This design comes from an exercise in tuning for small area and few clock cycles on the open sky130 flow, not from production work. In this exercise RTL edits were held to simulation tests only and were not proved equivalent to the original. Power figures rest on the tool's default switching activity, not on a simulated workload.

Design block_mean_ascii_quantizer, start of the top module:
module block_mean_ascii_quantizer #(
  parameter int MAX_WIDTH  = bmaq_pkg::MAX_WIDTH_DEF,
  parameter int BLOCK_ROWS = bmaq_pkg::BLOCK_ROWS_DEF,
  parameter int BLOCK_COLS = bmaq_pkg::BLOCK_COLS_DEF
) (
  input  wire logic                            clk_i,
  input  wire logic                            rst_ni,
  input  wire logic                            cfg_we_i,
  input  wire logic [bmaq_pkg::CFG_IDX_W-1:0]  cfg_index_i,
  input  wire logic [bmaq_pkg::CFG_DATA_W-1:0] cfg_data_i,
  input  wire logic                            s_axis_tvalid_i,
  output logic                                 s_axis_tready_o,
  input  wire logic [7:0]                      s_axis_tdata_i,    
  output logic                                 m_axis_tvalid_o,
  input  wire logic                            m_axis_tready_i,
  output logic      [7:0]                      m_axis_tdata_o,    
  output logic                                 m_axis_tlast_o,
  output logic      [0:0]                      m_axis_tuser_o     
);
Size in the first run: ~3900 cells after synthesis, roughly 2100 flip-flops, about 52000 um2 of cells after synthesis.
Settings: LEC_CHECK=0, ABC_AREA=1, CAP_MARGIN=20, CORE_MARGIN=2, CORE_UTILIZATION=60, SLEW_MARGIN=20; clock period 9.0 ns.
run.sh (not shown) runs the stock make flow with config.mk's settings and CLKGATE_MAP_FILE= SYNTH_SCRIPT=/design/flow/synth_recipe.tcl, a recipe that flattens the netlist after the stock synthesis.
The baseline ran to the end with no violations.
Testbench counts at the start, summed over its fixed seeds: cycles 192,960.
Next try:
--- a/flow/config.mk
+++ b/flow/config.mk
@@ -11,2 +11,4 @@
 export CORE_UTILIZATION = 60
+export CTS_CLUSTER_DIAMETER = 100
+export CTS_CLUSTER_SIZE = 28
 export SLEW_MARGIN = 20
After rerunning: Area after synthesis does not change; utilization decreases by 4.3 points; setup slack is worse by 0.094 ns; cell area decreases by 6.2%; fmax decreases by 1.2%; wire length decreases by 11%.
Next try:
--- a/flow/config.mk
+++ b/flow/config.mk
@@ -10,5 +10,3 @@
 export CORE_MARGIN = 2
-export CORE_UTILIZATION = 60
-export CTS_CLUSTER_DIAMETER = 100
-export CTS_CLUSTER_SIZE = 28
+export CORE_UTILIZATION = 45
 export SLEW_MARGIN = 20
Outcome: The new run completed with no timing, DRC or antenna violations; clock power rises by about 80%; setup slack is better by 0.050 ns; power rose by about 17%; final cell count increases by about 12%; global-route usage fell by 6.6 points; routed wire length falls by about 7%; sequential power hardly moves; die area climbs by 33%; cell area came out higher by about 8%; count of clock-buffer cells in the layout went up by 192; worst hold slack is worse by 0.030 ns.
Next try:
--- a/flow/config.mk
+++ b/flow/config.mk
@@ -10,3 +10,5 @@
 export CORE_MARGIN = 2
-export CORE_UTILIZATION = 45
+export CORE_UTILIZATION = 60
+export CTS_CLUSTER_DIAMETER = 120
+export CTS_CLUSTER_SIZE = 24
 export SLEW_MARGIN = 20
Outcome: The changed run finished with timing, DRC and antenna clean. Final cell count went down by about 10%. Setup slack gains 0.032 ns. Wire length went up by about 8%. First-iteration DRC count went down by about 1%. Total power went down by 14%. Sequential power barely changes. Via count is about the same. Combinational power went down by about 2%.

* * *

## build 67
block_mean_ascii_quantizer, a different RTL version from the one above (not shown whole).
Size: roughly 3800 cells after synthesis, about 2100 flip-flops.
export LEC_CHECK = 0
export ABC_AREA = 1
export CAP_MARGIN = 20
export CORE_MARGIN = 2
export CORE_UTILIZATION = 60
export CTS_CLUSTER_DIAMETER = 110
export CTS_CLUSTER_SIZE = 32
export GPL_TIMING_DRIVEN = 0
export SLEW_MARGIN = 20
create_clock -name core_clock -period 9.0 [get_ports {clk_i}]
Testbench counts of build 67, summed over its fixed seeds: cycles 192,960.
Relative to build 67, the following input files were edited for build 61:
# build 67
export LEC_CHECK = 0
export ABC_AREA = 1
export CAP_MARGIN = 20
export CORE_MARGIN = 2
export CORE_UTILIZATION = 60
export CTS_CLUSTER_DIAMETER = 110
export CTS_CLUSTER_SIZE = 32
export GPL_TIMING_DRIVEN = 0
export SLEW_MARGIN = 20
create_clock -name core_clock -period 9.0 [get_ports {clk_i}]
# build 61
export LEC_CHECK = 0
export ABC_AREA = 1
export CAP_MARGIN = 20
export CORE_MARGIN = 2
export CORE_UTILIZATION = 60
export CTS_CLUSTER_DIAMETER = 100
export CTS_CLUSTER_SIZE = 28
export SLEW_MARGIN = 20
create_clock -name core_clock -period 9.0 [get_ports {clk_i}]
Findings:
Worst setup slack: build 61 vs build 67 up 0.36 ns
Going from build 67 to build 61, the clock buffer instance count of the final layout was found to have gone up by 13.
Looking at antenna cell count, build 61 sits below build 67.
The final reports for build 61 and build 67 show number of cell instances on the worst register-to-register path higher in the former.
Global-route usage, build 61 and build 67, lower one = build 61.
For build 91, these inputs were changed with respect to build 61:
# build 61
export LEC_CHECK = 0
export ABC_AREA = 1
export CAP_MARGIN = 20
export CORE_MARGIN = 2
export CORE_UTILIZATION = 60
export CTS_CLUSTER_DIAMETER = 100
export CTS_CLUSTER_SIZE = 28
export SLEW_MARGIN = 20
create_clock -name core_clock -period 9.0 [get_ports {clk_i}]
# build 91
export LEC_CHECK = 0
export ABC_AREA = 1
export CAP_MARGIN = 20
export CORE_MARGIN = 2
export CORE_UTILIZATION = 60
export CTS_CLUSTER_DIAMETER = 110
export CTS_CLUSTER_SIZE = 32
export SLEW_MARGIN = 20
create_clock -name core_clock -period 9.0 [get_ports {clk_i}]
==> run notes <==
Arrival time of the worst setup path: build 91 and build 61 compared, lower one is build 91. In build 91, the total routing resource utilization after global routing came out 0.30 points below the value in build 61. [compare] base=build 61 new=build 91: data-path buffer share of cell area in the final layout barely changed, setup slack climbed 0.046 ns. | data required time at the worst endpoint | build 91 vs build 61 | 0.02 ns higher |.

==> port drivers added, routing unchanged <==
How much do the figures lean on ideal ports? The routed layouts below were timed once more, with nothing changed but the port constraints.
Step 1 assumes that a clkbuf_16 drives the clock port and a buf_2 every other input.
Step 2 also shifts input and output timing later by t, the mid clock arrival at the registers, as if the neighbouring blocks saw the same clock.
Slacks: ideal ports / drivers / drivers and shift; pairs: ideal ports / drivers.
run	t (ns)	slack for setup (ns)	slew at the worst register clock pin (ns)	worst slew at a driven data input, ns
the first run of note 1	0.832	1.443 / 1.443 / 1.443	0.07 / 0.07	0.04
the second run of note 1	0.756	1.349 / 1.349 / 1.349	0.12 / 0.12	0.05
the third run of note 1	0.816	1.399 / 1.399 / 1.399	0.06 / 0.06	0.07
the fourth run of note 1	0.761	1.431 / 1.431 / 1.431	0.11 / 0.11	0.04
build 67	0.724	0.552 / 0.552 / 0.352	0.12 / 0.12	0.04
build 61	0.721	0.912 / 0.912 / 0.506	0.12 / 0.12	0.04
build 91	0.729	0.958 / 0.958 / 0.556	0.12 / 0.12	0.05
After both steps every run listed still meets setup and hold. The setup slack of build 61, which loses most, moves by 0.000 ns with the drivers and by -0.406 ns with both steps.
